This design comes from an exercise in tuning for small area on the open sky130 flow, not from production work.
At most, simulation tests tie the RTL to the original design; equivalence was not proved.
Power is estimated from default activity; no workload was simulated. The flow treats the clock pin as an ideal source, which a real chip does not have.

// rv_core
module rv_core #(
  parameter logic [31:0] reset_pc = '0
) (
  input  logic        clk,
  input  logic        rst,
  input  logic        halt,
  output logic        mem_req,
  output logic [31:0] mem_addr,
  output logic        mem_we,
  output logic [31:0] mem_wdata,
  input  logic        mem_ack,
  input  logic [31:0] mem_rdata
);
export LEC_CHECK = 0
export CAP_MARGIN = 20
export CORE_MARGIN = 2
export CORE_UTILIZATION = 40
export SLEW_MARGIN = 20
create_clock -name core_clock -period 10.0 [get_ports {clk}]
standard.sh (not shown) runs the stock make flow with config.mk's settings and CLKGATE_MAP_FILE= SYNTH_SCRIPT=/design/flow/synth_recipe.tcl, a recipe that flattens the netlist after the stock synthesis.
==> flow/flow/run.sh <==
#!/bin/bash
# standard layout, with its output logged here
bash standard.sh > standard.log 2>&1
The baseline finished with timing, DRC and antenna clean.
Rerun with:
==> flow/flow/run.sh (replaced) <==
#!/bin/bash
# standard layout with a leaner clock tree and minimum-size port buffers
export CTS_ARGS="-sink_clustering_enable -repair_clock_nets -dont_use_dummy_load -buf_list sky130_fd_sc_hd__clkbuf_8 -sink_clustering_size 24 -sink_clustering_max_diameter 50"
export BUFFER_PORTS_ARGS="-buffer_cell sky130_fd_sc_hd__buf_1"
bash standard.sh > standard.log 2>&1
What happened: Final area shrinks by roughly a tenth; first-iteration DRC count rises by a quarter to a third; global-route usage went down by 0.73 points; clock power shrinks by well over a third; power decreases by a quarter to a third; non-clock buffer count is higher by 1; setup slack improved by 0.041 ns; clock skew climbs by 0.055 ns; fmax came out higher slightly.
Rerun with:
==> flow/run.sh (new file) <==
#!/bin/bash
# synth_recipe.tcl (not shown) runs the flow's synth.tcl, then flattens the netlist and writes it again
# the make line also repeats each setting of config.mk as NAME=value (left out here)
make -C /OpenROAD-flow-scripts/flow DESIGN_CONFIG=/design/flow/config.mk WORK_HOME=/design/flow/orfs CLKGATE_MAP_FILE= SYNTH_SCRIPT=/design/flow/synth_recipe.tcl finish
removed: flow/flow/run.sh
removed: flow/standard.sh
Outcome: Routed wire length came out higher by 5.8%. Via count increases by about 2.2%. Fmax goes down by about 0.8%. Worst hold slack improved by 0.033 ns. Cell area came out higher by 10%. Sequential power is about the same. Flip-flop and latch count is unchanged. Global-route usage rises by 0.73 points.
Rerun with:
==> flow/flow/run.sh (new file) <==
#!/bin/bash
# standard layout with a leaner clock tree and minimum-size port buffers
export CTS_ARGS="-sink_clustering_enable -repair_clock_nets -dont_use_dummy_load -buf_list sky130_fd_sc_hd__clkbuf_16 -sink_clustering_size 40 -sink_clustering_max_diameter 60"
export BUFFER_PORTS_ARGS="-buffer_cell sky130_fd_sc_hd__buf_1"
bash standard.sh > standard.log 2>&1
==> flow/standard.sh (new file) <==
#!/bin/bash
# synth_recipe.tcl (not shown) runs the flow's synth.tcl, then flattens the netlist and writes it again
# the make line also repeats each setting of config.mk as NAME=value (left out here)
make -C /OpenROAD-flow-scripts/flow DESIGN_CONFIG=/design/flow/config.mk WORK_HOME=/design/flow/orfs CLKGATE_MAP_FILE= SYNTH_SCRIPT=/design/flow/synth_recipe.tcl "${@:-finish}"
removed: flow/run.sh
Outcome: Setup slack improves by 0.071 ns. Global-route usage falls by 0.96 points. Hold slack got worse by 0.037 ns. Wire length is lower by a few percent. Design area shrinks by a little under a tenth. Core utilization came out lower by 4.3 points. Via count is lower by a few percent. Fmax grows slightly. Die area stays the same.

Setup of before:
Another version of the RTL of rv_core (not shown whole).
For scale: roughly 1700 cells after synthesis, about 1100 flip-flops, about 100 I/O pins.
// rv_core
module rv_core #(
  parameter logic [31:0] reset_pc = '0
) (
  input  logic        clk,
  input  logic        rst,
  input  logic        halt,
  output logic        mem_req,
  output logic [31:0] mem_addr,
  output logic        mem_we,
  output logic [31:0] mem_wdata,
  input  logic        mem_ack,
  input  logic [31:0] mem_rdata
);
export LEC_CHECK = 0
export ABC_AREA = 1
export CAP_MARGIN = 20
export CORE_MARGIN = 2
export CORE_UTILIZATION = 40
export PLACE_DENSITY = 0.8
export SLEW_MARGIN = 20
create_clock -name core_clock -period 10.0 [get_ports {clk}]
==> flow/flow/run.sh <==
#!/bin/bash
# standard layout with a leaner clock tree and minimum-size port buffers
export CTS_ARGS="-sink_clustering_enable -repair_clock_nets -dont_use_dummy_load -buf_list {sky130_fd_sc_hd__clkbuf_8} -sink_clustering_size 21 -sink_clustering_max_diameter 60"
export BUFFER_PORTS_ARGS="-buffer_cell sky130_fd_sc_hd__buf_1"
bash standard.sh > standard.log 2>&1
Both conditions hold for before: the flow ran to the end and the final layout passed the timing, design-rule and antenna checks.
Input changes introduced in after (baseline for comparison: before):
Settings: clearing PLACE_DENSITY, which used to be 0.8.
==> flow/flow/run.sh <==
#!/bin/bash
# standard layout with a leaner clock tree and minimum-size port buffers
export CTS_ARGS="-sink_clustering_enable -repair_clock_nets -dont_use_dummy_load -buf_list {sky130_fd_sc_hd__clkbuf_16} -sink_clustering_size 36 -sink_clustering_max_diameter 60"
export BUFFER_PORTS_ARGS="-buffer_cell sky130_fd_sc_hd__buf_1"
bash standard.sh > standard.log 2>&1
--- outcome ---
Changes observed in after relative to before: non-clock buffer count has remained practically unchanged, total power now sits higher, cell depth of the worst hold path flat.
Function was not checked in any run of this note: the RTL went through the layout flow alone.

Setup of run 4:
rv_core, a different RTL version from the one above (not shown whole).
Size in the first run: ~1700 cells after synthesis, ~100 I/O pins.
clock: 10.0 ns
lec_check: 0
cap_margin: 20
core_margin: 2
core_utilization: 40
slew_margin: 20
==> flow/flow/run.sh <==
#!/bin/bash
# standard layout with a leaner clock tree and minimum-size port buffers
export CTS_ARGS="-sink_clustering_enable -repair_clock_nets -dont_use_dummy_load -buf_list sky130_fd_sc_hd__clkbuf_16 -sink_clustering_size 32 -sink_clustering_max_diameter 50"
export BUFFER_PORTS_ARGS="-buffer_cell sky130_fd_sc_hd__buf_1"
bash standard.sh > standard.log 2>&1
Edits applied to the flow inputs when going from run 4 to run 3:
==> flow/flow/run.sh <==
#!/bin/bash
# standard layout with a leaner clock tree and minimum-size port buffers
export CTS_ARGS="-sink_clustering_enable -repair_clock_nets -dont_use_dummy_load -buf_list sky130_fd_sc_hd__clkbuf_8 -sink_clustering_size 20 -sink_clustering_max_diameter 40"
export BUFFER_PORTS_ARGS="-buffer_cell sky130_fd_sc_hd__buf_1"
bash standard.sh > standard.log 2>&1
Notes after the runs:
Between run 4 and run 3, the number of nets in the layout is higher for run 3.
Summary — final cell count, run 3 relative to run 4: higher, by 36.
Required time of the critical path on run 3 is up relative to run 4.
No run of this note included a check of the RTL's function; only the layout flow was run.

afterwards: timing with drivers on the ports:
In the flow no input, the clock included, has a driving cell. The finished layouts below were timed again as built, in two steps.
Step 1 sets driving cells, clkbuf_16 on the clock port and buf_2 on the other inputs (assumed; they add their load-dependent delay and slew).
Step 2 adds t to the input delays and takes it off the output delays; t is the mean of the earliest and latest rising clock arrival at the registers after step 1. Input paths then give back, and output paths get back, about the clock's delay inside the block.
Three values: ideal ports, drivers, drivers and shift; two values: the first two.
run	shift t [ns]	slack for setup (ns)	hold slack, ns	clock arrival spread, ns	pins driven straight from the clock port
the first run of note 1	0.695	5.178 / 5.177 / 4.956	0.294 / 0.294 / 0.294	0.049 / 0.048	1
the second run of note 1	0.677	5.218 / 5.218 / 5.218	0.261 / 0.261 / 0.261	0.102 / 0.101	1
the third run of note 1	0.695	5.178 / 5.177 / 4.956	0.294 / 0.294 / 0.294	0.049 / 0.048	1
the fourth run of note 1	0.637	5.248 / 5.248 / 5.248	0.257 / 0.257 / 0.257	0.077 / 0.076	1
before	0.675	5.996 / 5.974 / 5.996	0.281 / 0.281 / 0.281	0.093 / 0.093	1
after	0.625	5.915 / 5.915 / 5.812	0.237 / 0.237 / 0.237	0.092 / 0.092	1
run 4	0.633	5.111 / 5.111 / 5.111	0.279 / 0.279 / 0.279	0.086 / 0.086	1
run 3	0.715	5.102 / 5.102 / 5.102	0.242 / 0.242 / 0.242	0.125 / 0.125	1
After both steps every run listed still meets setup and hold.
